From an optimization exercise on the open Yosys and OpenROAD flow, aimed at small area; shortcuts taken in it are not production practice.
At most, simulation tests tie the RTL to the original design; equivalence was not proved.
Only the layout flow was run in runs 1 and 2; the RTL was not checked for function there.
Power figures rest on the tool's default switching activity, not on a simulated workload.

--- design.v ---
package moa_pkg;
   localparam int CHANNELS   = 16;
   localparam int OVERSAMPLE = 16;
   localparam int FULL_SCALE = 4095;
   localparam int UV_PER_MV  = 1000;
   localparam int FUNC_W     = 3;
   localparam int CH_W       = 4;
   localparam int ADC_W      = 12;
   localparam int MV_W       = 16;
   localparam int UV_W       = 26;
   localparam int AGE_W      = 17;
   localparam int ACC_W      = 20;
   localparam int SCAN_W     = 8;
   localparam int CSR_IDX_W  = 2;
   localparam int CSR_DATA_W = 16;
   localparam int PROD_W     = 28;    
   localparam int DIV_W      = 38;    
   localparam int CH_AW      = (CHANNELS > 1) ? $clog2(CHANNELS) : 1;
   localparam logic [FUNC_W-1:0] FUNC_SAMPLE  = 3'd0;
   localparam logic [FUNC_W-1:0] FUNC_ERROR   = 3'd1;
   localparam logic [FUNC_W-1:0] FUNC_TICK    = 3'd2;
   localparam logic [FUNC_W-1:0] FUNC_READ    = 3'd3;
   localparam logic [FUNC_W-1:0] FUNC_CONVERT = 3'd4;
   localparam logic [CSR_IDX_W-1:0] CSR_VREFINT_CAL  = 2'd0;
   localparam logic [CSR_IDX_W-1:0] CSR_NOMINAL_MV   = 2'd1;
   localparam logic [CSR_IDX_W-1:0] CSR_VREF_CHANNEL = 2'd2;
   localparam logic [MV_W-1:0]  NOMINAL_MV_RESET = 16'd3300;
   localparam logic [MV_W-1:0]  MV_MAX           = 16'hFFFF;
   localparam logic [UV_W-1:0]  UV_MAX           = 26'h3FF_FFFF;
   localparam logic [ADC_W-1:0] ADC_MAX          = 12'hFFF;
   localparam logic [AGE_W-1:0] AGE_MAX          = 17'h1_FFFF;
   typedef struct packed {
      logic [FUNC_W-1:0] func;
      logic [CH_W-1:0]   channel;
      logic [ADC_W-1:0]  value;
      logic              last_of_scan;
      logic [MV_W-1:0]   max_age_ms;
   } req_type;
   typedef struct packed {
      logic [ADC_W-1:0] avg_raw;
      logic [MV_W-1:0]  vdda_mv;
      logic [UV_W-1:0]  microvolts;
      logic             ready_res;
      logic             fresh;
   } rsp_type;
   typedef struct packed {
      logic [ADC_W-1:0] vrefint_cal;
      logic [MV_W-1:0]  nominal_vdda_mv;
      logic [CH_W-1:0]  vref_channel;
   } cfg_type;
endpackage
module multichannel_oversample_averager (
   input  logic        clock,
   input  logic        reset,
   input  logic        req_valid,
   output logic        req_ready,
   input  logic [35:0] req_data,
   output logic        rsp_valid,
   input  logic        rsp_ready,
   output logic [55:0] rsp_data,
   input  logic        csr_valid,
   output logic        csr_ready,
   input  logic [1:0]  csr_index,
   input  logic [15:0] csr_data
);
   localparam logic [3:0] S_IDLE = 4'd0;
   localparam logic [3:0] S_CLR  = 4'd1;    
   localparam logic [3:0] S_ADD  = 4'd2;    
   localparam logic [3:0] S_SWA  = 4'd3;    
   localparam logic [3:0] S_SWB  = 4'd4;    
   localparam logic [3:0] S_RNOW = 4'd5;    
   localparam logic [3:0] S_PRE1 = 4'd6;    
   localparam logic [3:0] S_MUL1 = 4'd7;    
   localparam logic [3:0] S_DIV1 = 4'd8;    
   localparam logic [3:0] S_RAVG = 4'd9;    
   localparam logic [3:0] S_MUL2 = 4'd10;   
   localparam logic [3:0] S_MUL3 = 4'd11;   
   localparam logic [3:0] S_DIV2 = 4'd12;   
   localparam logic [3:0] S_OUT  = 4'd13;   
   wire [2:0]  r_func = req_data[35:33];
   wire [3:0]  r_ch   = req_data[32:29];
   wire [11:0] r_val  = req_data[28:17];
   wire        r_last = req_data[16];
   wire [15:0] r_age  = req_data[15:0];
   logic [11:0]  cal;
   logic [15:0]  nom;
   logic [3:0]   vch;
   logic [3:0]   st;
   logic [8:0]   ph;
   logic [3:0]   ch;
   logic         flag;      
   logic [3:0]   scan;
   logic         rdy;
   logic [15:0]  age_n;
   logic         age_cy;    
   logic         age_ovf;   
   logic         fresh;
   logic [11:0]  avg_r;
   logic [15:0]  mv;
   logic         mv_ovf;
   wire  [11:0]  now = mv[15:4];
   logic [39:0]  z;
   logic [511:0] ring;
   logic         cy;
   logic         clamp;
   always_ff @(posedge clock) begin
      if (reset) begin
         cal <= '0;
         nom <= 16'd3300;
         vch <= '0;
      end else if (csr_valid) begin
         case (csr_index)
            2'd0: cal <= csr_data[11:0];
            2'd1: nom <= csr_data;
            2'd2: vch <= csr_data[3:0];
            default: ;
         endcase
      end
   end
   assign csr_ready = 1'b1;
   wire [3:0] slot     = ph[8:5];
   wire [4:0] o        = ph[4:0];
   wire       o_last   = &o;
   wire       idle     = (st == S_IDLE) && o_last;
   wire       accept   = req_valid && idle;
   wire [3:0] tgt      = (st == S_RNOW) ? vch : ch;
   wire       in_slot  = (slot == tgt);
   wire       slot_end = in_slot && o_last;
   wire       ring_st  = (st == S_ADD) || (st == S_SWA) || (st == S_SWB) ||
                         (st == S_RNOW) || (st == S_RAVG);
   wire       st_adv   = o_last && (!ring_st || in_slot) && (st != S_IDLE) &&
                         (st != S_CLR || ph[8:5] == 4'd15);
   wire       st_home  = (st == S_CLR) || (st == S_SWB) || (st == S_ADD && !flag);
   wire  hout   = ring[511];
   wire  addact = (st == S_ADD) && in_slot && (o < 5'd20);
   logic hin;
   always_comb begin
      hin = hout;
      if (st == S_CLR)
         hin = 1'b0;
      else if (st == S_SWA && o >= 5'd20)
         hin = ring[15] | clamp;      
      else if (st == S_SWB && o < 5'd20)
         hin = 1'b0;
      else if (addact)
         hin = hout ^ avg_r[0] ^ cy;
   end
   always_ff @(posedge clock) begin
      ring <= {ring[510:0], hin};
      cy   <= addact & ((hout & avg_r[0]) | (hout & cy) | (avg_r[0] & cy));
      if (o < 5'd16)
         clamp <= 1'b0;
      else if (o < 5'd20)
         clamp <= clamp | hout;
   end
   wire age_inc = (accept && r_func == 3'd2) | age_cy;
   wire age_top = (ph[3:0] == 4'd14);
   always_ff @(posedge clock) begin
      if (st == S_CLR || st == S_SWA)
         age_n <= {1'b1, age_n[15:1]};
      else
         age_n <= {age_n[0] ^ age_inc, age_n[15:1]};
   end
   wire [16:0] age_cmp = {1'b0, r_age} + {1'b0, age_n} + 17'd1;
   wire        age_le  = age_cmp[16];
   wire        mul   = (st == S_MUL1) || (st == S_MUL2) || (st == S_MUL3);
   wire [11:0] mcand = (st == S_MUL1) ? cal : (st == S_MUL2) ? 12'd1000 : avg_r;
   wire [12:0] alu_a = mul ? {1'b0, z[39:28]} : z[39:27];
   wire        mbit  = (st == S_MUL2) ? (!o[4] && (z[0] | mv_ovf)) : z[0];
   wire [12:0] alu_b = mul ? (mbit ? {1'b0, mcand} : 13'd0)
                           : ((st == S_DIV1) ? {1'b1, ~now} : 13'h1000);
   wire [13:0] alu   = {1'b0, alu_a} + {1'b0, alu_b} + {13'd0, ~mul};
   wire        ge    = alu[13];
   wire        skip  = (now == 12'd0) || (cal == 12'd0);
   wire        ovf   = |z[27:16];
   wire        run   = ~(o[4] & o[3] & o[2]) && !((st == S_MUL1 || st == S_DIV1) && skip);
   always_ff @(posedge clock) begin
      case (st)
         S_PRE1: if (o_last) z <= {1'b0, now[11:1], 12'd0, nom};
         S_MUL1, S_MUL2, S_MUL3: begin
            if (run) z <= {alu[12:0], z[27:1]};
            if (st == S_MUL2 && o_last) z[38:28] <= '1;
         end
         S_DIV1, S_DIV2: begin
            if (run) z <= ge ? {alu[11:0], z[26:0], 1'b1} : {z[38:0], 1'b0};
            if (st == S_DIV1 && o_last) z[39:28] <= '0;
         end
         default: ;
      endcase
   end
   always_ff @(posedge clock) begin
      if (st == S_RNOW && in_slot && o >= 5'd20)
         mv <= {hout, mv[15:1]};
      else if (st == S_MUL2 && !o[4])
         mv <= {z[0] | mv_ovf, mv[15:1]};
   end
   always_ff @(posedge clock) begin
      if (st == S_DIV1 && o_last)
         mv_ovf <= ovf;
   end
   always_ff @(posedge clock) begin
      if (accept)
         avg_r <= r_val;
      else if ((st == S_ADD && in_slot) || (st == S_DIV2 && !flag))
         avg_r <= {1'b0, avg_r[11:1]};
      else if (st == S_RAVG && in_slot && o >= 5'd20)
         avg_r <= {hout, avg_r[11:1]};
   end
   always_ff @(posedge clock) begin
      if (accept) begin
         ch    <= r_ch;
         flag  <= (r_func == 3'd0) ? (r_last && (scan == 4'd15)) : (r_func == 3'd3);
         fresh <= rdy && !age_ovf && age_le;
      end
   end
   always_ff @(posedge clock) begin
      if (reset) begin
         st      <= S_CLR;
         ph      <= '0;
         scan    <= '0;
         rdy     <= 1'b0;
         age_cy  <= 1'b0;
         age_ovf <= 1'b0;
      end else begin
         ph     <= ph + 1'b1;
         age_cy <= age_inc && !age_n[0] && !age_top;
         if (age_inc && !age_n[0] && age_top)
            age_ovf <= 1'b1;
         if (accept) begin
            case (r_func)
               3'd0: begin
                  st <= S_ADD;
                  if (r_last) begin
                     scan <= scan + 1'b1;
                     if (scan == 4'd15) begin
                        age_ovf <= 1'b0;
                        rdy     <= 1'b1;
                     end
                  end
               end
               3'd1: rdy <= 1'b0;
               3'd3, 3'd4: st <= S_RNOW;
               default: ;
            endcase
         end
         if (st == S_OUT) begin
            if (rsp_ready) st <= S_IDLE;
         end else if (st_adv) begin
            if (st_home) st <= S_IDLE;
            else if (st == S_DIV1 && !flag) st <= S_MUL2;
            else st <= st + 1'b1;
         end
      end
   end
   assign req_ready = idle;
   assign rsp_valid = (st == S_OUT);
   assign rsp_data  = {avg_r, mv, z[25:0], rdy, fresh};
endmodule
--- flow/run.sh ---
#!/bin/bash
# Standard layout with two changes: ports get a small buffer (buf_1) instead of the
# default, and clock tree synthesis inserts no dummy loads.
set -euo pipefail
export BUFFER_PORTS_ARGS="-buffer_cell sky130_fd_sc_hd__buf_1"
export CTS_ARGS="-sink_clustering_enable -repair_clock_nets -dont_use_dummy_load -buf_list sky130_fd_sc_hd__buf_12 -sink_clustering_size 28 -sink_clustering_max_diameter 90"
bash standard.sh > standard.log 2>&1
--- standard.sh ---
#!/bin/bash
# synth_recipe.tcl (not shown) runs the flow's synth.tcl, then flattens the netlist and writes it again
# the make line also repeats each setting of config.mk as NAME=value (left out here)
make -C /OpenROAD-flow-scripts/flow DESIGN_CONFIG=/design/flow/config.mk WORK_HOME=/design/flow/orfs CLKGATE_MAP_FILE= SYNTH_SCRIPT=/design/flow/synth_recipe.tcl "${@:-finish}"
--- config.mk ---
export PLATFORM = sky130hd
export DESIGN_NAME = multichannel_oversample_averager
export DESIGN_NICKNAME = multichannel_oversample_averager
export VERILOG_FILES = /design/flow/design.v
export SDC_FILE = /design/flow/constraint.sdc
export NUM_CORES = 4
export LEC_CHECK = 0
export CAP_MARGIN = 5
export CORE_MARGIN = 2
export CORE_UTILIZATION = 60
export PLACE_DENSITY = 0.7
export SLEW_MARGIN = 5
--- constraint.sdc ---
create_clock -name core_clock -period 9.0 [get_ports {clock}]
set_input_delay 1.8000 -clock core_clock [delete_from_list [all_inputs] [get_ports {clock}]]
set_output_delay 1.8000 -clock core_clock [all_outputs]
set_load 0.01 [all_outputs]
==> key figures, run 1 <==
Clock network
  • Clk root buf: buf_12
  • Postcts setup bufs: 0
  • H-tree depth: 1
  • CTS tree: built
  • Reg clk slew, reported paths: 0.11 ns
  • Resize count post-CTS: 0
  • Bufs on Longest Clock Path: 3
  • Clock sink total: 657
  • TritonCTS Buffers: 27
  • Clock latency (worst-skew pair): 0.54 ns
  • Cts-stage hold buffer count: 0

Global route
  • Largest net degree at the start of global routing: 51
  • Initial antenna violation count: 6
  • All-Layer GR Usage: 20.6%
  • Grt ovf: 0
  • First-pass GRT wire length: 50.6 mm
  • Vias in the first global route: 9,165

Synth
  • Adder-cell share of the synthesized area: 2.87%
  • Number of flops mapped to enable cells by yosys: 75
  • Sequential area share after synthesis: 76.3%
  • Synth cell types: 67
  • Ys flop type: dfxtp_1
  • Synth Instances: 1,346
  • Multiplexer share of the synthesized area: 1.68%
  • Synth Cell Area: 18,200 um^2
  • Synth Area in Compound Gates: 7.92%
  • Post-Synth XOR/XNOR Area: 0.865%
  • Async S/R FF share, synth: 0%
  • Syn Area/Cell: 13.5 um^2
  • Syn nets: 1,445
  • Post-synthesis register bit count: 657
  • Largest family of logic cells by synthesized area: compound AO/OA/AOI/OAI gates
  • Synth Warn #: 1
  • Post-Synth Simple-Gate Area: 7.31%

Placed design
  • # port buffers: 116
  • Dpl cell area: 18,800 um^2
  • Post-DP HPWL: 21.6 mm
  • GPL Wtd Cong: 0.864

Route
  • DRC Markers: 0
  • WL final: 32.2 mm
  • Vias: 9,563
  • Iteration-0 DRC Markers: 769
  • Router iterations before antenna repair: 6
  • Antenna Violating Nets Remaining: 0
  • DR vias/cell: 5.26
  • Avg WL per Cell: 17.7 um

Cells and area
  • Syn-to-layout area delta: 6.28%
  • Filler instances: 2,251
  • Reg area: 13,900 um^2
  • Multi-input gate area: 3790 um^2
  • Share of cells above drive strength 1: 3.23%
  • Nets: 1,524
  • Finished Cell Area: 19,400 um^2

Floorplanning
  • Io pins: 118
  • Die Y: 178 um
  • Die ar.: 31,800 um^2
  • Core ar.: 29,800 um^2
  • Site row count: 63
  • Starting density of the core: 61.2%
  • DIE WIDTH: 178 um

Power
  • Comb power frac: 1.1%
  • Switch share: 19.6%
  • Pwr Density: 221 nW/um^2
  • P_int: 3450 uW
  • Worst IR Drop VDD: 216 uV
  • Clock power share: 29.7%
  • Leakage: 0.00769 uW
  • Power share of the sequential group: 69.2%
  • NetSw: 841 uW

Worst setup path
  • Most used cell, CP: a21o_1
  • Slowest Stage Delay on Critical Path: 0.66 ns
  • CP arrival: 5.63 ns
  • Top delay family on crit path: compound AO/OA/AOI/OAI gates
  • Combined buffer and inverter count along the critical path: 1
  • Critical path, cell by cell: nor2b_1 -> a21o_4 -> clkinv_4 -> a211o_1 -> o22ai_1 -> ha_1 -> a2111o_1 -> a21o_1 -> a21o_1 -> a21oi_4 -> mux2_4 -> a221o_1
  • Crit-path slowest cell: dfxtp_1
  • Startpoint Class: flip-flop
  • Kind of critical path: reg -> reg
  • Setup crit end kind: flip-flop
  • CP Max Fanout: 50
  • Critical Path RT: 9.26 ns

STA
  • Clk_skew: 0.0510 ns
  • Slew @ Worst Pin: 1.17 ns
  • Fin crit period: 5.37 ns
  • RSZ-0062 raised after global routing: false
  • Fmax: 186 MHz
  • # setup viols final: 0
  • Setup TNS: 0 ns
  • Rel. slew slack: 21.8%
  • Fin crit share: 59.7%
  • Final hold violation count: 0
  • Final Max Tran Viols: 0

Job
  • Max-Cap Viols: 0

Status
  • Status: finished clean

Hold path
  • Worst Hold Class: reg -> reg
[power groups by stage]
stage	Sequential, uW	Combinational [uW]	Clock [uW]
floorplan	3030	29.2	0
global placement	3030	46.5	0
detailed placement	3030	47.7	0
CTS	2960	48.0	1310
global route	2970	55.0	1410
finish	2960	47.5	1270
[cell usage after synthesis, types with 4 or more instances]
| library cell | instances | area, um^2 |
|---|---|---|
| a22oi_1 | 8 | 60.1 |
| nand3_1 | 21 | 105 |
| edfxtp_1 | 75 | 2250 |
| ha_1 | 37 | 463 |
| o221ai_1 | 5 | 43.8 |
| nor3_1 | 7 | 35.0 |
| buf_2 | 6 | 30.0 |
| a222oi_1 | 15 | 150 |
| nand3b_1 | 4 | 30.0 |
| and3_1 | 11 | 68.8 |
| a22o_1 | 12 | 105 |
| dfxtp_1 | 582 | 11700 |
| and2_1 | 9 | 56.3 |
| a31oi_1 | 4 | 25.0 |
| nand2_1 | 123 | 462 |
| xor2_1 | 7 | 61.3 |
| xnor2_1 | 11 | 96.3 |
| clkbuf_1 | 34 | 128 |
| nor4_1 | 12 | 75.1 |
| nand2b_1 | 12 | 75.1 |
| a211oi_1 | 7 | 52.6 |
| o22ai_1 | 24 | 150 |
| inv_1 | 41 | 154 |
| o21ai_1 | 4 | 20.0 |
| a21o_1 | 15 | 113 |
| mux2i_1 | 28 | 280 |
| nor2b_1 | 6 | 37.5 |
| a21oi_1 | 41 | 205 |
| nand4_1 | 10 | 62.6 |
| o21a_1 | 4 | 30.0 |
| buf_4 | 29 | 218 |
| o21ai_0 | 22 | 110 |
| nor2_1 | 54 | 203 |
| a211o_1 | 8 | 70.1 |
[flip-flops by register name, indices dropped and copies added, names as in the netlist, 4 cells and up]
name	flops
scan	4
nom	16
age_n	16
ring	512
cal	12
avg_r	12
mv	16
st	4
ph	9
z	40
vch	4
ch	4
[layout by cell type, fill, tap and decap left out, types with 21 or more instances in the layout]
cell / n
inv_1: 41
dfxtp_1: 582
nand2_1: 123
mux2i_1: 28
a21oi_1: 41
nand3_1: 21
buf_1: 115
buf_12: 27
nor2_1: 54
o22ai_1: 24
o21ai_0: 21
edfxtp_1: 75
ha_1: 37
[area by class of cell]
class	count	area share [%]
inverters	42	0.840
multi-input cells	576	19.6
well taps	390	2.52
repair buffers	121	2.45
clock buffers	27	2.79
flip-flops and latches	657	71.8
diodes	4	0.0517
[cells by family (layout without fill, tap and decap cells)]
logic type      Yosys count  in the layout
xor+xnor                 18             18
simple gates            285            285
fa+ha+maj                40             40
other cells               1              5
buf+inv                 113            190
flops                   657            657
mux                      30             30
compound gates          202            202
[final timing paths]
path | from | end | slack (ns) | cells past startpoint
hold / removal | ring[83]$_DFF_P_ | ring[84]$_DFF_P_ | 0.30 | 0
setup reg to reg | st[3]$_SDFF_PP0_ | z[36]$_DFFE_PP_ | 3.63 | 12
hold reg to reg | ring[83]$_DFF_P_ | ring[84]$_DFF_P_ | 0.30 | 0
setup / recovery | st[3]$_SDFF_PP0_ | z[36]$_DFFE_PP_ | 3.63 | 12
[stage by stage]
step	hold slack (ns)	util (%)	setup slack [ns]	total power, uW	instances
after floorplan	0.310	-	4.71	3060	1346
after global placement	0.310	63.1	3.91	3080	1786
after detailed placement	0.312	63.1	3.77	3080	1786
after CTS	0.297	65.0	3.75	4330	1813
after global routing	0.316	65.0	3.39	4430	1813
final	0.296	65.0	3.63	4290	1817
[routing by layer]
layer	routed length [um]	vias up	GRT usage, %	share of wire, %
li1	-	4723	-	-
met2	14200	269	31.8	44
met5	25	-	0	0.078
met4	775	4	5.35	2.4
met3	2110	54	3.96	6.5
met1	15200	4513	30.0	47
==> run 2: changes to the inputs <==
--- a/design.v
+++ b/design.v
@@ -99,5 +99,4 @@
    logic [15:0]  mv;
-   logic         mv_ovf;
    wire  [11:0]  now = mv[15:4];
-   logic [39:0]  z;
+   logic [37:0]  z;
    logic [511:0] ring;
@@ -167,5 +166,4 @@
    wire [11:0] mcand = (st == S_MUL1) ? cal : (st == S_MUL2) ? 12'd1000 : avg_r;
-   wire [12:0] alu_a = mul ? {1'b0, z[39:28]} : z[39:27];
-   wire        mbit  = (st == S_MUL2) ? (!o[4] && (z[0] | mv_ovf)) : z[0];
-   wire [12:0] alu_b = mul ? (mbit ? {1'b0, mcand} : 13'd0)
+   wire [12:0] alu_a = mul ? {1'b0, z[37:26]} : z[37:25];
+   wire [12:0] alu_b = mul ? (z[0] ? {1'b0, mcand} : 13'd0)
                            : ((st == S_DIV1) ? {1'b1, ~now} : 13'h1000);
@@ -174,14 +172,14 @@
    wire        skip  = (now == 12'd0) || (cal == 12'd0);
-   wire        ovf   = |z[27:16];
-   wire        run   = ~(o[4] & o[3] & o[2]) && !((st == S_MUL1 || st == S_DIV1) && skip);
+   wire        ovf   = |z[25:16];
+   wire        run   = (o < 5'd26) && !((st == S_MUL1 || st == S_DIV1) && skip);
    always_ff @(posedge clock) begin
       case (st)
-         S_PRE1: if (o_last) z <= {1'b0, now[11:1], 12'd0, nom};
+         S_PRE1: if (o_last) z <= {1'b0, now[11:1], 10'd0, nom};
          S_MUL1, S_MUL2, S_MUL3: begin
-            if (run) z <= {alu[12:0], z[27:1]};
-            if (st == S_MUL2 && o_last) z[38:28] <= '1;
+            if (run) z <= {alu[12:0], z[25:1]};
+            if (st == S_MUL2 && o_last) z[36:26] <= '1;
          end
          S_DIV1, S_DIV2: begin
-            if (run) z <= ge ? {alu[11:0], z[26:0], 1'b1} : {z[38:0], 1'b0};
-            if (st == S_DIV1 && o_last) z[39:28] <= '0;
+            if (run) z <= ge ? {alu[11:0], z[24:0], 1'b1} : {z[36:0], 1'b0};
+            if (st == S_DIV1 && o_last) z <= {22'd0, z[15:0] | {16{ovf}}};
          end
@@ -194,7 +192,3 @@
       else if (st == S_MUL2 && !o[4])
-         mv <= {z[0] | mv_ovf, mv[15:1]};
-   end
-   always_ff @(posedge clock) begin
-      if (st == S_DIV1 && o_last)
-         mv_ovf <= ovf;
+         mv <= {z[0], mv[15:1]};
    end
==> run 2 against run 1 <==
  * Die area is 0.17% lower
  * Largest power group unchanged
  * Clock power hardly changed
  * Synthesized cell count is 0.67% higher
  * Sequential power about the same
  * Worst hold slack lost 0.0051 ns
  * Power is 0.17% higher
  * Global-route usage is 0.25 points lower
  * Critical path depth is 1 higher
  * Via count increased by 1.5%
  * Still clean
==> key figures, run 2 <==
Global route
  • Vias in the first global route: 9,305 (+1.5%)
  • All-Layer GR Usage: 20.3% (-0.25 points)
  • Grt ovf: 0 (unchanged)
  • First-pass GRT wire length: 50.7 mm (+0.19%)
  • Largest net degree at the start of global routing: 56 (+9.8%)
  • Initial antenna violation count: 0 (-6)

Worst setup path
  • Startpoint Class: flip-flop
  • Critical Path RT: 9.19 ns (-0.07 ns)
  • Kind of critical path: reg -> reg
  • CP arrival: 6.67 ns (+1.04 ns)
  • CP Max Fanout: 55 (+10%)
  • Flop2flop setup slack: 2.53 ns (-1.10 ns)
  • Setup crit end kind: flip-flop

STA
  • Fin crit share: 71.9% (+12 points)
  • Fmax: 154 MHz (-17%)
  • Final hold violation count: 0 (unchanged)
  • Slew @ Worst Pin: 1.21 ns (+0.0384 ns)
  • RSZ-0062 raised after global routing: false
  • # setup viols final: 0 (unchanged)
  • Rel. slew slack: 19.0% (-2.9 points)
  • Clk_skew: 0.0783 ns (+0.0274 ns)
  • Setup TNS: 0 ns (unchanged)
  • Setup ws final: 2.53 ns (-1.10 ns)
  • Fin crit period: 6.47 ns (+1.10 ns)
  • Final Max Tran Viols: 0 (unchanged)

Placed design
  • GPL Wtd Cong: 0.926 (+7.2%)
  • Worst slack, placed: 2.71 ns (-1.06 ns)
  • Post-DP HPWL: 20.7 mm (-4.5%)
  • Dpl cells: 1,794 (+0.45%)
  • # port buffers: 116 (unchanged)

Floorplanning
  • Core ar.: 29,700 um^2 (-0.26%)
  • Die Y: 178 um (about the same)
  • Die ar.: 31,700 um^2 (-0.17%)
  • Io pins: 118 (unchanged)
  • Site row count: 63 (unchanged)
  • Starting density of the core: 61.2% (about the same)
  • DIE WIDTH: 178 um (about the same)

Clock network
  • Clock sink total: 654 (-0.46%)
  • Clock latency (worst-skew pair): 0.54 ns (about the same)
  • CTS tree: built
  • Clk root buf: buf_12
  • Postcts setup bufs: 0 (unchanged)
  • TritonCTS Buffers: 28 (+3.7%)
  • H-tree depth: 1 (unchanged)
  • Reg clk slew, reported paths: 0.10 ns (about the same)
  • Bufs on Longest Clock Path: 3 (unchanged)
  • Resize count post-CTS: 0 (unchanged)
  • Cts-stage hold buffer count: 0 (unchanged)

Route
  • Iteration-0 DRC Markers: 814 (+5.9%)
  • Avg WL per Cell: 17.4 um (-1.7%)
  • Antenna Violating Nets Remaining: 0 (unchanged)
  • WL final: 31.8 mm (-1.4%)
  • DRC Markers: 0 (unchanged)
  • Router iterations before antenna repair: 6 (unchanged)
  • DR vias/cell: 5.33 (+1.2%)
  • Vias: 9,709 (+1.5%)

Synth
  • Synth cell types: 71 (+6.0%)
  • Area fraction of the dominant cell type after synthesis: 64.1% (+0.11 points)
  • Syn nets: 1,454 (+0.62%)
  • Synth Instances: 1,355 (+0.67%)
  • Ys flop type: dfxtp_1
  • Post-synthesis register bit count: 654 (-0.46%)
  • Syn Area/Cell: 13.4 um^2 (-0.84%)
  • Number of flops mapped to enable cells by yosys: 72 (-4.0%)
  • Synth top area cells: dfxtp_1 64%, edfxtp_1 12%, nand2_1 3.2%, ha_1 2.5%, mux2i_1 1.7%
  • Async S/R FF share, synth: 0% (unchanged)
  • Top-count cell post-synth: dfxtp_1
  • Top cells by count, synth: 582 x dfxtp_1, 154 x nand2_1, 72 x edfxtp_1, 51 x nor2_1, 41 x a21oi_1
  • Synth Cell Area: 18,200 um^2 (-0.18%)
  • Synth Warn #: 1 (unchanged)
  • Synth area leader: dfxtp_1
  • Sequential area share after synthesis: 75.9% (-0.36 points)

Cells and area
  • Share of cells above drive strength 1: 3.84% (+0.61 points)
  • Max reg flops: 512 (unchanged)
  • Finished Layout Cells: 1,822 (+0.28%)
  • Syn-to-layout area delta: 6.45%
  • N_diodes: 0 (-4)
  • Commonest non-fill, non-tap cell in the layout: dfxtp_1
  • Nets: 1,533 (+0.59%)
  • Largest regs: ring (512), z (38)
  • Top reg by flops: ring
  • Most frequent cells in the layout: 582 x dfxtp_1, 154 x nand2_1, 115 x buf_1

Hold path
  • Worst Hold Class: reg -> reg

Status
  • Status: finished clean

Power
  • Worst IR Drop VDD: 244 uV (+13%)
  • Pwr Density: 222 nW/um^2 (+0.19%)
  • Leakage: 0.00748 uW (-2.7%)

Job
  • Max-Cap Viols: 0 (unchanged)
run 2: cell count changes after synthesis, sizes merged, moves of 6 or more:
cell,change
o221ai,+11
nand3b,+7
nand3,-12
inv,-20
o21ai,+10
a22oi,+15
nor3,+6
nand2,+31
and2,-8
a222oi,-15
a211o,-6
a221oi,+8
run 2: power by group:
group / total [uW] / internal (uW) / switching (uW)
Sequential: 2950 / 2940 / 6.51
Clock: 1290 / 484 / 809
Combinational: 50.2 / 21.1 / 29.1
run 2: final timing paths:
path	startpoint	end	cells past startpoint
max	st[2]$_SDFF_PP0_	z[30]$_DFFE_PP_	13
min	ring[106]$_DFF_P_	ring[107]$_DFF_P_	0
max reg2reg	st[2]$_SDFF_PP0_	z[30]$_DFFE_PP_	13
min reg2reg	ring[106]$_DFF_P_	ring[107]$_DFF_P_	0
run 2: critical path: stages (launching register included):
cell and delay (ns):
dfxtp_1 0.77, nand3b_1 0.43, o21ai_4 0.15, buf_4 0.50
clkinv_1 0.66, nand3_1 0.60, o22ai_1 0.21, fa_1 0.45
a21o_1 0.21, a221oi_1 0.63, nor4_1 0.16, nor2_1 0.95
mux2i_1 0.33, o211ai_1 0.12
run 2: cell families (layout without fill, tap and decap cells):
logic type | after synthesis | count (layout) | share of synthesized area, %
other | 1 | 1 | 0.0206
AO/OA/AOI/OAI | 214 | 214 | 8.16
adder cells (fa/ha/maj) | 40 | 40 | 2.88
buffers and inverters | 96 | 173 | 2.62
XOR/XNOR | 18 | 18 | 0.867
AND/OR/NAND/NOR | 298 | 298 | 7.61
flip-flops | 654 | 654 | 75.9
multiplexers | 34 | 34 | 1.91
run 2: stage by stage:
stage                     power [uW]  instance area [um^2]  utilization [%]  hold WS [ns]
after detailed placement        3070                 18800             63.3         0.312
after CTS                       4330                 19400             65.2         0.288
after global placement          3070                 18800             63.3         0.311
after global routing            4430                 19400             65.2         0.298
final                           4290                 19400             65.2         0.291
after floorplan                 3040                 18200                -         0.310
run 2: metal layers:
metal	vias to the layer above	part of all wire [%]	track usage, %
met4	0	2.7	5.77
li1	4759	-	-
met1	4604	48	30.3
met2	299	43	30.9
met3	47	6.2	3.22
met5	-	0	0
run 2: final cells by class:
type	instances	area [um^2]
Tap cell	390	488
Multi-Input combinational cell	605	3930
Timing Repair Buffer	123	489
Clock buffer	28	561
Inverter	22	82.6
Sequential cell	654	13800
Fill cell	2248	10400
==> run 3: changes to the inputs <==
--- a/design.v
+++ b/design.v
@@ -100,3 +100,3 @@
    wire  [11:0]  now = mv[15:4];
-   logic [37:0]  z;
+   logic [39:0]  z;
    logic [511:0] ring;
@@ -162,24 +162,37 @@
    end
-   wire [16:0] age_cmp = {1'b0, r_age} + {1'b0, age_n} + 17'd1;
-   wire        age_le  = age_cmp[16];
+   logic age_le;
+   always_comb begin
+      age_le = 1'b1;
+      for (int i = 0; i < 16; i++)
+         age_le = (r_age[i] & age_n[i]) | (age_le & (r_age[i] | age_n[i]));
+   end
    wire        mul   = (st == S_MUL1) || (st == S_MUL2) || (st == S_MUL3);
    wire [11:0] mcand = (st == S_MUL1) ? cal : (st == S_MUL2) ? 12'd1000 : avg_r;
-   wire [12:0] alu_a = mul ? {1'b0, z[37:26]} : z[37:25];
+   wire [12:0] alu_a = mul ? {1'b0, z[39:28]} : z[39:27];
    wire [12:0] alu_b = mul ? (z[0] ? {1'b0, mcand} : 13'd0)
                            : ((st == S_DIV1) ? {1'b1, ~now} : 13'h1000);
-   wire [13:0] alu   = {1'b0, alu_a} + {1'b0, alu_b} + {13'd0, ~mul};
+   logic [13:0] alu;
+   logic [13:0] alu_c;
+   always_comb begin
+      alu_c[0] = ~mul;
+      for (int i = 0; i < 13; i++) begin
+         alu[i]     = alu_a[i] ^ alu_b[i] ^ alu_c[i];
+         alu_c[i+1] = (alu_a[i] & alu_b[i]) | (alu_a[i] & alu_c[i]) | (alu_b[i] & alu_c[i]);
+      end
+      alu[13] = alu_c[13];
+   end
    wire        ge    = alu[13];
    wire        skip  = (now == 12'd0) || (cal == 12'd0);
-   wire        ovf   = |z[25:16];
-   wire        run   = (o < 5'd26) && !((st == S_MUL1 || st == S_DIV1) && skip);
+   wire        ovf   = |z[27:16];
+   wire        run   = ~(o[4] & o[3] & o[2]) && !((st == S_MUL1 || st == S_DIV1) && skip);
    always_ff @(posedge clock) begin
       case (st)
-         S_PRE1: if (o_last) z <= {1'b0, now[11:1], 10'd0, nom};
+         S_PRE1: if (o_last) z <= {1'b0, now[11:1], 12'd0, nom};
          S_MUL1, S_MUL2, S_MUL3: begin
-            if (run) z <= {alu[12:0], z[25:1]};
-            if (st == S_MUL2 && o_last) z[36:26] <= '1;
+            if (run) z <= {alu[12:0], z[27:1]};
+            if (st == S_MUL2 && o_last) z[38:28] <= '1;
          end
          S_DIV1, S_DIV2: begin
-            if (run) z <= ge ? {alu[11:0], z[24:0], 1'b1} : {z[36:0], 1'b0};
-            if (st == S_DIV1 && o_last) z <= {22'd0, z[15:0] | {16{ovf}}};
+            if (run) z <= ge ? {alu[11:0], z[26:0], 1'b1} : {z[38:0], 1'b0};
+            if (st == S_DIV1 && o_last) z <= {24'd0, z[15:0] | {16{ovf}}};
          end
--- a/config.mk
+++ b/config.mk
@@ -9,4 +9,4 @@
 export CORE_MARGIN = 2
-export CORE_UTILIZATION = 60
-export PLACE_DENSITY = 0.7
+export CORE_UTILIZATION = 68
+export PLACE_DENSITY = 0.78
 export SLEW_MARGIN = 5
==> run 3 against run 2 <==
  * Still clean
  * Fmax shrank 18%
  * Worst hold slack gained 0.0058 ns
  * Global-route usage grew 3.7 points
  * Routed wire length grew 3.0%
  * Sequential cell count grew 2
  * Largest cell class unchanged
  * Highest routed layer unchanged
==> key figures, run 3 <==
Hold path
  • Worst Hold Depth: 0 (unchanged)
  • Worst Hold Class: reg -> reg
  • HP Start: ring[503]$_DFF_P_
  • Hold path endpoint: ring[504]$_DFF_P_

Clock network
  • Clock sink total: 656 (+0.31%)
  • Reg clk slew, reported paths: 0.12 ns (+0.02 ns)
  • TritonCTS Buffers: 27 (-3.6%)
  • Postcts setup bufs: 0 (unchanged)
  • Cts-stage hold buffer count: 0 (unchanged)
  • Clock latency (worst-skew pair): 0.53 ns (about the same)
  • Resize count post-CTS: 0 (unchanged)
  • CTS tree: built
  • Bufs on Longest Clock Path: 3 (unchanged)
  • Clk root buf: buf_12
  • H-tree depth: 1 (unchanged)

Floorplanning
  • Die Y: 165 um (-7.2%)
  • Io pins: 118 (unchanged)
  • DIE WIDTH: 165 um (-7.2%)
  • Site row count: 59 (-6.3%)
  • Die ar.: 27,300 um^2 (-14%)
  • Core ar.: 25,800 um^2 (-13%)
  • Starting density of the core: 68.6% (+7.4 points)

Synth
  • Async S/R FF share, synth: 0% (unchanged)
  • Top-count cell post-synth: dfxtp_1
  • Top cells by count, synth: 582 x dfxtp_1, 124 x nand2_1, 76 x nor2_1, 74 x edfxtp_1, 72 x a21oi_1
  • Sequential area share after synthesis: 78.5% (+2.5 points)
  • Synth Instances: 1,299 (-4.1%)
  • Synth cell types: 57 (-20%)
  • Syn Area/Cell: 13.6 um^2 (+1.4%)
  • Number of flops mapped to enable cells by yosys: 74 (+2.8%)
  • Post-synthesis register bit count: 656 (+0.31%)
  • Synth top area cells: dfxtp_1 66%, edfxtp_1 13%, nand2_1 2.6%, a21oi_1 2.0%, o22ai_1 1.8%
  • Syn nets: 1,382 (-5.0%)
  • Synth Cell Area: 17,700 um^2 (-2.8%)
  • Ys flop type: dfxtp_1
  • Synth area leader: dfxtp_1
  • Synth Warn #: 1 (unchanged)
  • Area fraction of the dominant cell type after synthesis: 65.9% (+1.8 points)

STA
  • RSZ-0062 raised after global routing: false
  • Rel. slew slack: 19.4% (+0.41 points)
  • Slew @ Worst Pin: 1.20 ns (-0.00694 ns)
  • Fin crit share: 87.2% (+15 points)
  • Clk_skew: 0.0650 ns (-0.0133 ns)
  • Fmax: 127 MHz (-18%)
  • # setup viols final: 0 (unchanged)
  • Setup TNS: 0 ns (unchanged)
  • Final Max Tran Viols: 0 (unchanged)
  • Fin crit period: 7.85 ns (+1.38 ns)
  • Final hold violation count: 0 (unchanged)

Cells and area
  • Commonest non-fill, non-tap cell in the layout: dfxtp_1
  • Filler instances: 1,628 (-28%)
  • N_diodes: 0 (unchanged)
  • Nets: 1,459 (-4.8%)
  • Max reg flops: 512 (unchanged)
  • Share of cells above drive strength 1: 3.20% (-0.64 points)
  • Largest regs: ring (512), z (40)
  • Reg area: 13,900 um^2 (+0.44%)
  • Multi-input gate area: 3360 um^2 (-14%)
  • Syn-to-layout area delta: 5.93%
  • Top reg by flops: ring
  • Most frequent cells in the layout: 582 x dfxtp_1, 123 x nand2_1, 115 x buf_1

Worst setup path
  • Worst r2r path cells: 22 (+9)
  • Critical path, cell by cell: nor2b_1 -> o21ai_0 -> nand2_2 -> inv_2 -> nand3_1 -> o22ai_1 -> fa_1 -> fa_1 -> fa_1 -> fa_1 -> fa_1 -> fa_1 -> fa_1 -> fa_1 -> fa_1 -> fa_1 -> fa_1 -> fa_1 -> nor2_1 -> nor2_2 -> mux2i_1 -> o22ai_1
  • CP Max Fanout: 15 (-73%)
  • Combined buffer and inverter count along the critical path: 1 (-1)
  • R2r endpoint: z[35]$_DFFE_PP_
  • Most used cell, CP: fa_1
  • Setup crit end kind: flip-flop
  • Critical Path RT: 9.20 ns (about the same)
  • Slowest Stage Delay on Critical Path: 0.61 ns (-0.34 ns)
  • FF-to-FF Start: st[3]$_SDFF_PP0_
  • Kind of critical path: reg -> reg
  • CP arrival: 8.05 ns (+1.38 ns)
  • Top delay family on crit path: adder cells
  • Startpoint Class: flip-flop
  • Flop2flop setup slack: 1.15 ns (-1.38 ns)
  • Crit-path slowest cell: dfxtp_1

Power
  • Clock power share: 30.1% (about the same)
  • P_int: 3440 uW (-0.31%)
  • Overall power: 4300 uW (about the same)
  • Pwr Density: 229 nW/um^2 (+3.4%)
  • Power share of the sequential group: 68.9% (+0.2 points)
  • Switch share: 20.0% (+0.30 points)
  • NetSw: 858 uW (+1.6%)
  • Comb power frac: 1.0% (-0.2 points)
  • Leakage: 0.00720 uW (-3.8%)
  • Worst IR Drop VDD: 251 uV (+2.8%)

Route
  • Avg WL per Cell: 19.2 um (+9.9%)
  • Vias: 9,291 (-4.3%)
  • Met3 routed WL: 2.27 mm (+15%)
  • Met2 wire len: 15.4 mm (+13%)
  • DRC Markers: 0 (unchanged)
  • WL final: 32.7 mm (+3.0%)
  • Wl on met1: 14.4 mm (-5.7%)
  • Max Used Layer: met4
  • Iteration-0 DRC Markers: 902 (+11%)
  • Router iterations before antenna repair: 5 (-1)
  • DR vias/cell: 5.44 (+2.0%)
  • Antenna Violating Nets Remaining: 0 (unchanged)

Status
  • Status: finished clean

Placed design
  • GPL Wtd Cong: 0.872 (-5.7%)
  • Post-DP HPWL: 19.9 mm (-3.9%)
  • # port buffers: 116 (unchanged)

Job
  • Max-Cap Viols: 0 (unchanged)

Global route
  • All-Layer GR Usage: 24.0% (+3.7 points)
  • Grt ovf: 0 (unchanged)
  • Initial antenna violation count: 0 (unchanged)
  • Vias in the first global route: 8,949 (-3.8%)
  • Largest net degree at the start of global routing: 56 (unchanged)
  • First-pass GRT wire length: 50.1 mm (-1.2%)
## run 3: cell types whose count changed in the layout (fill, tap and decap cells not counted), moves of 10 or more
| cell | before | now |
|---|---|---|
| a21oi_1 | 40 | 72 |
| nand2_1 | 154 | 123 |
| o22ai_1 | 21 | 50 |
| ha_1 | 37 | 11 |
| nor2_1 | 51 | 76 |
| o21ai_0 | 34 | 16 |
| a21o_1 | 13 | 0 |
| a22oi_1 | 23 | 10 |
| o221ai_1 | 16 | 3 |
| fa_1 | 3 | 13 |
## run 3: worst reg2reg max path, delay by kind of cell (launching register included)
| family | cells | cell delay, ns |
|---|---|---|
| buffers and inverters | 1 | 0.04 |
| AND/OR/NAND/NOR | 5 | 1.26 |
| flip-flops | 1 | 0.61 |
| multiplexers | 1 | 0.23 |
| adder cells (fa/ha/maj) | 12 | 4.85 |
| AO/OA/AOI/OAI | 3 | 0.57 |
## run 3: area by class of cell
type / count / area share (%)
sequential: 656 / 74.1
multi-input combinational: 555 / 18.0
clock buffer: 27 / 2.89
timing repair buffer: 122 / 2.57
tap: 335 / 2.24
inverter: 14 / 0.281
## run 3: per-stage QoR
| step | cells | util [%] | hold WS [ns] | area (um^2) | setup WS [ns] |
|---|---|---|---|---|---|
| floorplan | 1299 | - | 0.310 | 17700 | 1.97 |
| global placement | 1682 | 70.6 | 0.311 | 18200 | 1.44 |
| detailed placement | 1682 | 70.6 | 0.312 | 18200 | 1.32 |
| CTS | 1709 | 72.7 | 0.299 | 18700 | 1.28 |
| global route | 1709 | 72.7 | 0.297 | 18700 | 0.706 |
| finish | 1709 | 72.7 | 0.297 | 18700 | 1.15 |
## run 3: power groups by stage
stage / combinational [uW] / sequential [uW] / clock, uW
floorplan: 22.9 / 3020 / 0
global placement: 41.9 / 3030 / 0
detailed placement: 43.2 / 3030 / 0
CTS: 43.9 / 2960 / 1320
global route: 48.4 / 2960 / 1400
finish: 44.1 / 2960 / 1290
## run 3: per-layer routing
layer,GRT usage (%),vias up
li1,-,4492
met1,34.1,4415
met2,39.5,337
met3,3.72,47
met4,5.34,0
met5,0,-
## run 3: how the worst max path moves through the flow
stage / startpoint / to / depth (start not counted)
floorplan: st[3]$_SDFF_PP0_ / z[0]$_DFFE_PP_ / 26
global placement: st[3]$_SDFF_PP0_ / z[0]$_DFFE_PP_ / 22
detailed placement: st[3]$_SDFF_PP0_ / z[34]$_DFFE_PP_ / 22
CTS: st[3]$_SDFF_PP0_ / z[35]$_DFFE_PP_ / 22
global route: st[3]$_SDFF_PP0_ / z[35]$_DFFE_PP_ / 22
finish: st[3]$_SDFF_PP0_ / z[35]$_DFFE_PP_ / 22
## run 3: cells by family after synthesis
| group | count (synthesis) | synth area share [%] |
|---|---|---|
| AO/OA/AOI/OAI | 188 | 6.52 |
| XOR/XNOR | 11 | 0.545 |
| adder cells (fa/ha/maj) | 28 | 2.48 |
| buffers and inverters | 88 | 2.56 |
| flip-flops | 656 | 78.5 |
| multiplexers | 30 | 1.70 |
| other | 1 | 0.0212 |
| AND/OR/NAND/NOR | 297 | 7.72 |
==> run 4: changes to the inputs <==
--- a/config.mk
+++ b/config.mk
@@ -9,4 +9,4 @@
 export CORE_MARGIN = 2
-export CORE_UTILIZATION = 68
-export PLACE_DENSITY = 0.78
+export CORE_UTILIZATION = 52
+export PLACE_DENSITY = 0.62
 export SLEW_MARGIN = 5
==> run 4 against run 3 <==
  * Core utilization decreased by 16 points
  * Clock-buffer cell count did not move
  * Sequential share of layout area is 0.63 points lower
  * First-iteration DRC count decreased by 30%
  * Final area increased by 0.86%
  * Global-route usage decreased by 7.2 points
  * Worst hold slack got worse by 0.0035 ns
  * Power shrank 0.42%
  * Register-to-register slack lost 0.17 ns
  * Fmax fell by 2.1%
  * Clock skew is 0.0087 ns lower
  * Critical path type unchanged
  * Highest routed layer is now met5
==> key figures, run 4 <==
Clock network
  • Clock sink total: 656 (unchanged)
  • CTS tree: built
  • Clk root buf: buf_12
  • H-tree depth: 1 (unchanged)
  • Clock latency (worst-skew pair): 0.53 ns (about the same)
  • Reg clk slew, reported paths: 0.11 ns (about the same)
  • Cts-stage hold buffer count: 0 (unchanged)
  • Bufs on Longest Clock Path: 3 (unchanged)
  • Postcts setup bufs: 0 (unchanged)
  • Resize count post-CTS: 0 (unchanged)
  • TritonCTS Buffers: 27 (unchanged)

STA
  • Fmax: 125 MHz (-2.1%)
  • Setup TNS: 0 ns (unchanged)
  • Final Max Tran Viols: 0 (unchanged)
  • Slew @ Worst Pin: 0.977 ns (-0.227 ns)
  • Fin crit share: 89.1% (+1.9 points)
  • # setup viols final: 0 (unchanged)
  • Setup ws final: 0.977 ns (-0.172 ns)
  • Clk_skew: 0.0563 ns (-0.00874 ns)
  • Fin crit period: 8.02 ns (+0.172 ns)
  • Final hold violation count: 0 (unchanged)
  • Rel. slew slack: 34.6% (+15 points)
  • RSZ-0062 raised after global routing: false

Worst setup path
  • Slowest Stage Delay on Critical Path: 0.60 ns (about the same)
  • CP arrival: 8.25 ns (+0.20 ns)
  • Startpoint Class: flip-flop
  • Crit-path slowest cell: dfxtp_1
  • Critical path, cell by cell: nor2b_1 -> nand2_1 -> nand2_2 -> inv_2 -> nand3_1 -> o22ai_1 -> fa_1 -> fa_1 -> fa_1 -> fa_1 -> fa_1 -> fa_1 -> fa_1 -> fa_1 -> fa_1 -> fa_1 -> fa_1 -> fa_1 -> nor2_1 -> nor2_2 -> mux2i_1 -> o22ai_1
  • Critical Path RT: 9.23 ns (+0.03 ns)
  • Kind of critical path: reg -> reg
  • Setup crit end kind: flip-flop
  • CP Max Fanout: 25 (+10)
  • Most used cell, CP: fa_1

Hold path
  • Worst Hold Class: reg -> reg

Floorplanning
  • Die Y: 188 um (+14%)
  • Io pins: 118 (unchanged)
  • Starting density of the core: 52.7% (-16 points)
  • Site row count: 67 (+14%)
  • DIE WIDTH: 188 um (+14%)
  • Core ar.: 33,500 um^2 (+30%)
  • Die ar.: 35,500 um^2 (+30%)

Global route
  • First-pass GRT wire length: 47.7 mm (-4.8%)
  • Largest net degree at the start of global routing: 56 (unchanged)
  • Vias in the first global route: 8,667 (-3.2%)
  • All-Layer GR Usage: 16.9% (-7.2 points)
  • Grt ovf: 0 (unchanged)
  • Initial antenna violation count: 6 (+6)

Route
  • Iteration-0 DRC Markers: 629 (-30%)
  • Max Used Layer: met5
  • Wl on met1: 15.1 mm (+4.9%)
  • Router iterations before antenna repair: 5 (unchanged)
  • WL final: 30.1 mm (-8.0%)
  • DRC Markers: 0 (unchanged)
  • Met3 routed WL: 1.91 mm (-16%)
  • Avg WL per Cell: 16.5 um (-14%)
  • DR vias/cell: 5.01 (-7.9%)
  • Antenna Violating Nets Remaining: 0 (unchanged)
  • Vias: 9,140 (-1.6%)
  • Met2 wire len: 12.0 mm (-22%)

Placed design
  • # port buffers: 116 (unchanged)
  • Dpl cells: 1,797 (+6.8%)
  • Worst slack, placed: 1.19 ns (-0.122 ns)
  • Post-DP HPWL: 19.5 mm (-1.8%)
  • GPL Wtd Cong: 0.867 (-0.57%)
  • Dpl cell area: 18,300 um^2 (+0.86%)

Power
  • Switch share: 19.6% (-0.33 points)
  • Power share of the sequential group: 69.2% (+0.3 points)
  • Worst IR Drop VDD: 252 uV (+0.55%)
  • Clock power share: 29.8% (-0.3 points)
  • NetSw: 840 uW (-2.1%)
  • Overall power: 4280 uW (-0.42%)
  • Comb power frac: 1.0% (about the same)
  • P_int: 3440 uW (about the same)
  • Leakage: 0.00721 uW (+0.13%)
  • Pwr Density: 226 nW/um^2 (-1.3%)

Cells and area
  • Most frequent cells in the layout: 582 x dfxtp_1, 123 x nand2_1, 115 x buf_1
  • Multi-input gate area: 3360 um^2 (unchanged)
  • Finished Layout Cells: 1,826 (+6.8%)
  • Share of cells above drive strength 1: 3.34% (+0.14 points)
  • Commonest non-fill, non-tap cell in the layout: dfxtp_1
  • Syn-to-layout area delta: 6.84%
  • Nets: 1,461 (+0.14%)
  • Reg area: 13,900 um^2 (unchanged)
  • Finished Cell Area: 18,900 um^2 (+0.86%)
  • Filler instances: 2,850 (+75%)
  • Largest regs: ring (512), z (40)
  • Max reg flops: 512 (unchanged)
  • Top reg by flops: ring

Synth
  • Synth top area cells: dfxtp_1 66%, edfxtp_1 13%, nand2_1 2.6%, a21oi_1 2.0%, o22ai_1 1.8%
  • Synth Cell Area: 17,700 um^2 (unchanged)
  • Number of flops mapped to enable cells by yosys: 74 (unchanged)
  • Sequential area share after synthesis: 78.5% (unchanged)
  • Area fraction of the dominant cell type after synthesis: 65.9% (unchanged)
  • Top-count cell post-synth: dfxtp_1
  • Top cells by count, synth: 582 x dfxtp_1, 124 x nand2_1, 76 x nor2_1, 74 x edfxtp_1, 72 x a21oi_1
  • Post-synthesis register bit count: 656 (unchanged)
  • Syn nets: 1,382 (unchanged)
  • Ys flop type: dfxtp_1
  • Synth cell types: 57 (unchanged)
  • Async S/R FF share, synth: 0% (unchanged)
  • Synth Instances: 1,299 (unchanged)
  • Syn Area/Cell: 13.6 um^2 (unchanged)
  • Synth area leader: dfxtp_1
  • Synth Warn #: 1 (unchanged)

Status
  • Status: finished clean

Job
  • Max-Cap Viols: 0 (unchanged)
[run 4: cell counts after synthesis]
Identical to the previous run, type by type.
[run 4: area by class of cell]
cell class / count / share of cell area (%)
inverters: 14 / 0.278
well taps: 448 / 2.97
diodes: 2 / 0.0265
repair buffers: 124 / 2.63
flip-flops and latches: 656 / 73.4
multi-input cells: 555 / 17.8
clock buffers: 27 / 2.86
[run 4: metal layers]
metal	up-vias	track usage, %
li1	4504	-
met1	4295	25.9
met2	269	24.0
met3	64	3.28
met4	8	5.47
met5	-	0
[run 4: logic make-up after synthesis]
logic type | Yosys count | share of synthesized area, %
XOR/XNOR | 11 | 0.545
flip-flops | 656 | 78.5
buffers and inverters | 88 | 2.56
AND/OR/NAND/NOR | 297 | 7.72
multiplexers | 30 | 1.70
other | 1 | 0.0212
adder cells (fa/ha/maj) | 28 | 2.48
AO/OA/AOI/OAI | 188 | 6.52
[run 4: final timing paths]
check        slack, ns                end  cells after the start              start
min               0.29  ring[160]$_DFF_P_                      0  ring[159]$_DFF_P_
min reg2reg       0.29  ring[160]$_DFF_P_                      0  ring[159]$_DFF_P_
max               0.98    z[33]$_DFFE_PP_                     22   st[3]$_SDFF_PP0_
max reg2reg       0.98    z[33]$_DFFE_PP_                     22   st[3]$_SDFF_PP0_
[run 4: metrics by stage]
stage,hold WS [ns],utilization [%]
finish,0.294,56.3
global route,0.307,56.3
global placement,0.310,54.7
CTS,0.305,56.3
detailed placement,0.312,54.7
floorplan,0.310,-
[run 4: power groups by stage]
stage               Sequential (uW)  Combinational, uW  Clock [uW]
global route                   2960               48.2        1420
CTS                            2960               43.0        1320
finish                         2960               42.5        1280
floorplan                      3020               22.9           0
detailed placement             3030               42.8           0
global placement               3030               41.9           0
[run 4: critical path, delay by kind of cell (launching register included)]
family,cells,cell delay [ns]
simple gates,6,1.70
compound gates,2,0.31
buf+inv,1,0.07
flops,1,0.60
mux,1,0.23
fa+ha+maj,12,4.80
==> run 5: changes to the inputs <==
--- a/config.mk
+++ b/config.mk
@@ -9,4 +9,4 @@
 export CORE_MARGIN = 2
-export CORE_UTILIZATION = 52
-export PLACE_DENSITY = 0.62
+export CORE_UTILIZATION = 60
+export PLACE_DENSITY = 0.7
 export SLEW_MARGIN = 5
==> run 5 against run 4 <==
  * Still clean
  * Synthesized area stayed put
  * Core utilization is 8.8 points higher
  * Clock skew is 0.019 ns higher
  * Cell count is 3.5% lower
  * Sequential power hardly changed
  * Non-clock buffer count is 2 lower
  * Worst hold slack worse by 0.029 ns
  * Final area is 0.46% lower
  * Sequential cell count stayed put
  * Power is 0.15% lower
  * Synthesized cell count stayed put
  * Fmax is 5.0% higher
  * Largest cell class unchanged
  * Highest routed layer unchanged
==> key figures, run 5 <==
Synth
  • Synth Instances: 1,299 (unchanged)
  • Synth area leader: dfxtp_1
  • Synth top area cells: dfxtp_1 66%, edfxtp_1 13%, nand2_1 2.6%, a21oi_1 2.0%, o22ai_1 1.8%
  • Top-count cell post-synth: dfxtp_1
  • Top cells by count, synth: 582 x dfxtp_1, 124 x nand2_1, 76 x nor2_1, 74 x edfxtp_1, 72 x a21oi_1
  • Async S/R FF share, synth: 0% (unchanged)
  • Post-synthesis register bit count: 656 (unchanged)
  • Ys flop type: dfxtp_1
  • Synth Cell Area: 17,700 um^2 (unchanged)
  • Synth cell types: 57 (unchanged)
  • Syn nets: 1,382 (unchanged)
  • Area fraction of the dominant cell type after synthesis: 65.9% (unchanged)
  • Sequential area share after synthesis: 78.5% (unchanged)
  • Number of flops mapped to enable cells by yosys: 74 (unchanged)
  • Syn Area/Cell: 13.6 um^2 (unchanged)
  • Synth Warn #: 1 (unchanged)

Global route
  • First-pass GRT wire length: 46.9 mm (-1.6%)
  • All-Layer GR Usage: 19.1% (+2.2 points)
  • Grt ovf: 0 (unchanged)
  • Largest net degree at the start of global routing: 56 (unchanged)
  • Vias in the first global route: 8,684 (+0.20%)
  • Initial antenna violation count: 7 (+1)

Worst setup path
  • Slowest Stage Delay on Critical Path: 0.59 ns (about the same)
  • Crit-path slowest cell: dfxtp_1
  • Critical Path RT: 9.20 ns (-0.03 ns)
  • Combined buffer and inverter count along the critical path: 1 (unchanged)
  • CP arrival: 7.85 ns (-0.40 ns)
  • Startpoint Class: flip-flop
  • Kind of critical path: reg -> reg
  • Most used cell, CP: fa_1
  • CP Max Fanout: 15 (-40%)
  • Critical path, cell by cell: nor2b_1 -> o21ai_0 -> nand2_2 -> inv_2 -> nand3_1 -> o22ai_1 -> fa_1 -> fa_1 -> fa_1 -> fa_1 -> fa_1 -> fa_1 -> fa_1 -> fa_1 -> fa_1 -> fa_1 -> fa_1 -> fa_1 -> nor2_1 -> nor2_2 -> mux2i_1 -> o22ai_1
  • Setup crit end kind: flip-flop
  • Top delay family on crit path: adder cells

STA
  • Final hold violation count: 0 (unchanged)
  • # setup viols final: 0 (unchanged)
  • Rel. slew slack: 18.8% (-16 points)
  • Final Max Tran Viols: 0 (unchanged)
  • Setup ws final: 1.36 ns (+0.380 ns)
  • Setup TNS: 0 ns (unchanged)
  • Clk_skew: 0.0755 ns (+0.0192 ns)
  • Fin crit period: 7.64 ns (-0.380 ns)
  • Fmax: 131 MHz (+5.0%)
  • Slew @ Worst Pin: 1.21 ns (+0.236 ns)
  • Fin crit share: 84.9% (-4.2 points)
  • RSZ-0062 raised after global routing: false

Power
  • Leakage: 0.00720 uW (-0.12%)
  • NetSw: 833 uW (-0.79%)
  • Overall power: 4270 uW (-0.15%)
  • Comb power frac: 1.0% (about the same)
  • P_int: 3440 uW (about the same)
  • Pwr Density: 227 nW/um^2 (+0.32%)
  • Power share of the sequential group: 69.3% (about the same)
  • Clock power share: 29.7% (about the same)
  • Switch share: 19.5% (-0.13 points)
  • Worst IR Drop VDD: 214 uV (-15%)

Cells and area
  • Syn-to-layout area delta: 6.35%
  • Share of cells above drive strength 1: 3.20% (-0.14 points)
  • Nets: 1,459 (-0.14%)
  • Largest regs: ring (512), z (40)
  • Top reg by flops: ring
  • Filler instances: 2,163 (-24%)
  • Commonest non-fill, non-tap cell in the layout: dfxtp_1
  • Max reg flops: 512 (unchanged)
  • Most frequent cells in the layout: 582 x dfxtp_1, 123 x nand2_1, 115 x buf_1

Floorplanning
  • Io pins: 118 (unchanged)
  • Starting density of the core: 61.3% (+8.5 points)
  • Site row count: 62 (-7.5%)
  • Core ar.: 28,900 um^2 (-14%)
  • Die Y: 176 um (-6.8%)
  • DIE WIDTH: 176 um (-6.8%)
  • Die ar.: 30,900 um^2 (-13%)

Route
  • Router iterations before antenna repair: 6 (+1)
  • Iteration-0 DRC Markers: 787 (+25%)
  • Avg WL per Cell: 16.6 um (+0.68%)
  • Vias: 9,214 (+0.81%)
  • WL final: 29.3 mm (-2.8%)
  • DR vias/cell: 5.23 (+4.4%)
  • Antenna Violating Nets Remaining: 0 (unchanged)
  • DRC Markers: 0 (unchanged)

Placed design
  • # port buffers: 116 (unchanged)
  • Post-DP HPWL: 18.8 mm (-3.5%)
  • Worst slack, placed: 1.49 ns (+0.300 ns)
  • GPL Wtd Cong: 0.883 (+1.8%)

Clock network
  • Clock sink total: 656 (unchanged)
  • Reg clk slew, reported paths: 0.11 ns (about the same)
  • H-tree depth: 1 (unchanged)
  • Clock latency (worst-skew pair): 0.54 ns (about the same)
  • Bufs on Longest Clock Path: 3 (unchanged)
  • CTS tree: built
  • Clk root buf: buf_12
  • Cts-stage hold buffer count: 0 (unchanged)
  • Resize count post-CTS: 0 (unchanged)
  • TritonCTS Buffers: 27 (unchanged)
  • Postcts setup bufs: 0 (unchanged)

Status
  • Status: finished clean

Hold path
  • Worst Hold Class: reg -> reg

Job
  • Max-Cap Viols: 0 (unchanged)
## run 5: changes by cell type in the layout (fill, tap and decap cells not counted), sizes merged
cell / delta
diode: +3
buf: -2
## run 5: layer usage
layer	wire length, um	vias to the layer above	global-route usage (%)
met5	27	-	0
met4	845	4	5.61
met3	1990	59	3.83
met2	12100	288	27.6
met1	14300	4373	29.3
li1	-	4490	-
## run 5: power by group through the flow
stage,combinational (uW),clock [uW],sequential (uW)
4_1_cts,42.7,1310,2960
6_report,42.6,1270,2960
5_1_grt,47.3,1410,2960
2_1_floorplan,22.9,0,3020
3_3_place_gp,41.2,0,3030
3_5_place_dp,42.5,0,3030
## run 5: area by class of cell
| cell class | instances | area [um^2] | share of cell area, % |
|---|---|---|---|
| flip-flops and latches | 656 | 13900 | 73.8 |
| multi-input cells | 555 | 3360 | 17.9 |
| clock buffers | 27 | 541 | 2.87 |
| repair buffers | 122 | 482 | 2.56 |
| well taps | 384 | 480 | 2.56 |
| inverters | 14 | 52.6 | 0.279 |
| diodes | 5 | 12.5 | 0.0665 |
## run 5: cells by family (layout without fill, tap and decap cells)
group                    count (synthesis)  count (layout)  synth area share [%]
XOR/XNOR                                11              11                 0.545
flip-flops                             656             656                  78.5
adder cells (fa/ha/maj)                 28              28                  2.48
multiplexers                            30              30                  1.70
other                                    1               6                0.0212
buffers and inverters                   88             163                  2.56
AO/OA/AOI/OAI                          188             188                  6.52
AND/OR/NAND/NOR                        297             297                  7.72
## run 5: metrics by stage
step	utilization, %	hold slack (ns)	cells	instance area (um^2)
2_1_floorplan	-	0.310	1299	17700
3_3_place_gp	63.2	0.311	1731	18300
3_5_place_dp	63.2	0.312	1731	18300
4_1_cts	65.1	0.257	1758	18800
5_1_grt	65.1	0.256	1761	18800
6_report	65.2	0.265	1763	18800
## run 5: worst reg2reg max path, stage by stage, from the launching register on
cell and delay, ns:
dfxtp_1 0.59, nor2b_1 0.44, o21ai_0 0.20, nand2_2 0.13, inv_2 0.04, nand3_1 0.30
o22ai_1 0.19, fa_1 0.42, fa_1 0.40, fa_1 0.40, fa_1 0.40, fa_1 0.41
fa_1 0.40, fa_1 0.40, fa_1 0.40, fa_1 0.39, fa_1 0.39, fa_1 0.39
fa_1 0.39, nor2_1 0.12, nor2_2 0.18, mux2i_1 0.23, o22ai_1 0.10
## run 5: final timing paths
check	from	endpoint	slack (ns)	cells after the start
max	st[3]$_SDFF_PP0_	z[28]$_DFFE_PP_	1.36	22
min	ring[509]$_DFF_P_	ring[510]$_DFF_P_	0.26	0
max reg2reg	st[3]$_SDFF_PP0_	z[28]$_DFFE_PP_	1.36	22
min reg2reg	ring[509]$_DFF_P_	ring[510]$_DFF_P_	0.26	0
==> run 6: changes to the inputs <==
==> flow/run.sh (replaced) <==
#!/bin/bash
# Standard layout with three changes:
#  - synthesis maps the logic with an area-oriented ABC script (flow/synth.tcl),
#  - ports get a small buffer (buf_1) instead of the default,
#  - clock tree synthesis uses buf_12 leaves and inserts no dummy loads.
set -euo pipefail
export BUFFER_PORTS_ARGS="-buffer_cell sky130_fd_sc_hd__buf_1"
export CTS_ARGS="-sink_clustering_enable -repair_clock_nets -dont_use_dummy_load -buf_list sky130_fd_sc_hd__buf_12 -sink_clustering_size 28 -sink_clustering_max_diameter 90"
bash standard.sh SYNTH_SCRIPT="$PWD/flow/synth.tcl" finish > standard.log 2>&1
==> flow/abc_area.script (new file) <==
&get -n
&st
&syn2
&dch -f
&nf -a
&st
&syn2
&dch -f
&nf -a
&st
&dch -f
&nf -a
&put
==> flow/synth.tcl (new file) <==
# The standard flow's synthesis script (synth_recipe.tcl, in the work folder), with one
# change: ABC maps the combinational logic with an area-oriented script
# (abc_area.script, beside this file) instead of ORFS's speed script.
# Registers are mapped before ABC runs, so they are the same as the standard flow's.
set flow_dir [file dirname [file normalize [info script]]]
set area_script [file join $flow_dir abc_area.script]
proc abc {args} {
   global area_script
   set i [lsearch -exact $args -script]
   if {$i >= 0} {
      set args [lreplace $args $i [expr {$i + 1}] -script $area_script]
   }
   yosys abc {*}$args
}
source [file join $flow_dir .. synth_recipe.tcl]
==> run 6 against run 5 <==
  * Still clean
  * Power shrank 0.30%
  * Critical path depth grew 1
  * Highest routed layer is now met4
  * Register-to-register slack lost 0.13 ns
==> key figures, run 6 <==
Clock network
  • TritonCTS Buffers: 27 (unchanged)
  • Resize count post-CTS: 0 (unchanged)
  • Clk root buf: buf_12
  • CTS tree: built
  • Bufs on Longest Clock Path: 3 (unchanged)
  • Clock sink total: 656 (unchanged)
  • Cts-stage hold buffer count: 0 (unchanged)
  • Reg clk slew, reported paths: 0.10 ns (about the same)

Power
  • P_int: 3440 uW (about the same)
  • Clock power share: 29.6% (about the same)
  • NetSw: 823 uW (-1.3%)
  • Power share of the sequential group: 69.5% (+0.2 points)
  • Switch share: 19.3% (-0.19 points)
  • Pwr Density: 230 nW/um^2 (+1.1%)
  • Leakage: 0.00703 uW (-2.3%)

Worst setup path
  • Flop2flop setup slack: 1.22 ns (-0.13 ns)
  • FF-to-FF Start: st[0]$_SDFF_PP1_
  • Setup crit end kind: flip-flop
  • Startpoint Class: flip-flop
  • R2r endpoint: z[29]$_DFFE_PP_
  • CP Max Fanout: 56 (+41)
  • Worst r2r path cells: 23 (+4.5%)
  • Kind of critical path: reg -> reg
  • Crit-path slowest cell: dfxtp_1
  • CP arrival: 8.00 ns (+0.15 ns)
  • Critical Path RT: 9.22 ns (+0.02 ns)

Cells and area
  • Nets: 1,431 (-1.9%)
  • Top reg by flops: ring
  • Post-layout util: 65.1% (about the same)
  • Syn-to-layout area delta: 7.67%
  • Max reg flops: 512 (unchanged)
  • Share of cells above drive strength 1: 2.90% (-0.30 points)
  • Most frequent cells in the layout: 582 x dfxtp_1, 163 x nand2_1, 115 x buf_1
  • Finished Cell Area: 18,500 um^2 (-1.4%)
  • Filler instances: 2,192 (+1.3%)

Floorplanning
  • Starting density of the core: 60.5% (-0.80 points)
  • Die ar.: 30,100 um^2 (-2.6%)
  • DIE WIDTH: 173 um (-1.3%)
  • Site row count: 62 (unchanged)
  • Io pins: 118 (unchanged)

Route
  • Iteration-0 DRC Markers: 694 (-12%)
  • DR vias/cell: 5.14 (-1.6%)
  • DRC Markers: 0 (unchanged)
  • Vias: 8,895 (-3.5%)
  • Router iterations before antenna repair: 5 (-1)
  • WL final: 28.1 mm (-4.0%)

STA
  • Setup TNS: 0 ns (unchanged)
  • Rel. slew slack: 22.3% (+3.5 points)
  • Hold_ws: 0.292 ns (+0.0274 ns)
  • Final hold violation count: 0 (unchanged)
  • Fmax: 129 MHz (-1.7%)
  • RSZ-0062 raised after global routing: false
  • Fin crit share: 86.4% (+1.5 points)
  • Final Max Tran Viols: 0 (unchanged)

Status
  • Status: finished clean

Hold path
  • Worst Hold Depth: 0 (unchanged)
  • HP Start: ring[500]$_DFF_P_

Synth
  • Synth Cell Area: 17,200 um^2 (-2.6%)
  • Number of flops mapped to enable cells by yosys: 74 (unchanged)
  • Ys flop type: dfxtp_1
  • Post-synthesis register bit count: 656 (unchanged)
  • Async S/R FF share, synth: 0% (unchanged)
  • Syn Area/Cell: 14.1 um^2 (+3.4%)
  • Top-count cell post-synth: dfxtp_1

Global route
  • Vias in the first global route: 8,449 (-2.7%)
  • All-Layer GR Usage: 18.7% (-0.45 points)
  • Initial antenna violation count: 0 (-7)

Placed design
  • Post-DP HPWL: 18.2 mm (-3.0%)
  • GPL Wtd Cong: 0.887 (+0.52%)
  • # port buffers: 116 (unchanged)

Job
  • Max-Cap Viols: 0 (unchanged)
==> run 6: worst max path at each step <==
stage,from,slack (ns),depth (start not counted),end
after floorplan,st[2]$_SDFF_PP0_,0.06,21,z[39]$_DFFE_PP_
after global placement,st[0]$_SDFF_PP1_,1.48,23,z[0]$_DFFE_PP_
after detailed placement,st[0]$_SDFF_PP1_,1.30,23,z[29]$_DFFE_PP_
after CTS,st[0]$_SDFF_PP1_,1.28,23,z[29]$_DFFE_PP_
after global routing,st[2]$_SDFF_PP0_,0.81,22,z[29]$_DFFE_PP_
final,st[0]$_SDFF_PP1_,1.22,23,z[29]$_DFFE_PP_
==> run 6: area by class of cell <==
class,instances,area [um^2],area share [%]
Clock buffer,27,541,2.92
Sequential cell,656,13900,74.8
Multi-Input combinational cell,525,3090,16.7
Inverter,13,48.8,0.263
Timing Repair Buffer,125,504,2.72
Tap cell,384,480,2.59
==> run 6: metrics by stage <==
step	std cells	power, uW
finish	1730	4260
global placement	1703	3060
detailed placement	1703	3070
global route	1730	4400
CTS	1730	4300
floorplan	1223	3040
==> run 6: logic make-up after synthesis <==
kind of cell    synth area share [%]
flops                           80.6
simple gates                    7.09
compound gates                  7.62
buf+inv                         1.55
fa+ha+maj                       2.31
mux                            0.523
xor+xnor                       0.305
other cells                   0.0218
==> run 6: power by group through the flow <==
stage | Sequential [uW] | Clock (uW) | Combinational, uW
floorplan | 3020 | 0 | 16.7
global placement | 3030 | 0 | 37.9
detailed placement | 3030 | 0 | 39.3
CTS | 2960 | 1310 | 39.5
global route | 2960 | 1400 | 44.1
finish | 2960 | 1260 | 39.5
==> run 6: routing by layer <==
layer | track usage [%] | share of wire (%) | vias to the layer above
li1 | - | - | 4395
met1 | 28.0 | 49 | 4188
met2 | 28.1 | 42 | 267
met3 | 3.40 | 6.1 | 45
met4 | 5.16 | 2.5 | 0
met5 | 0 | 0 | -
==> run 6: worst max-delay path, delay by kind of cell, from the launching register on <==
| kind | cells | cell delay (ns) |
|---|---|---|
| fa+ha+maj | 13 | 5.04 |
| simple gates | 4 | 1.00 |
| compound gates | 4 | 0.60 |
| buf+inv | 2 | 0.45 |
| flops | 1 | 0.42 |

Setup slack of run 6, layout unchanged: 1.222 ns with ideal ports, 1.222 ns with driving cells assumed (clock clkbuf_16, inputs buf_2), 1.222 ns with port delays also shifted by the 0.542 ns mid clock arrival.
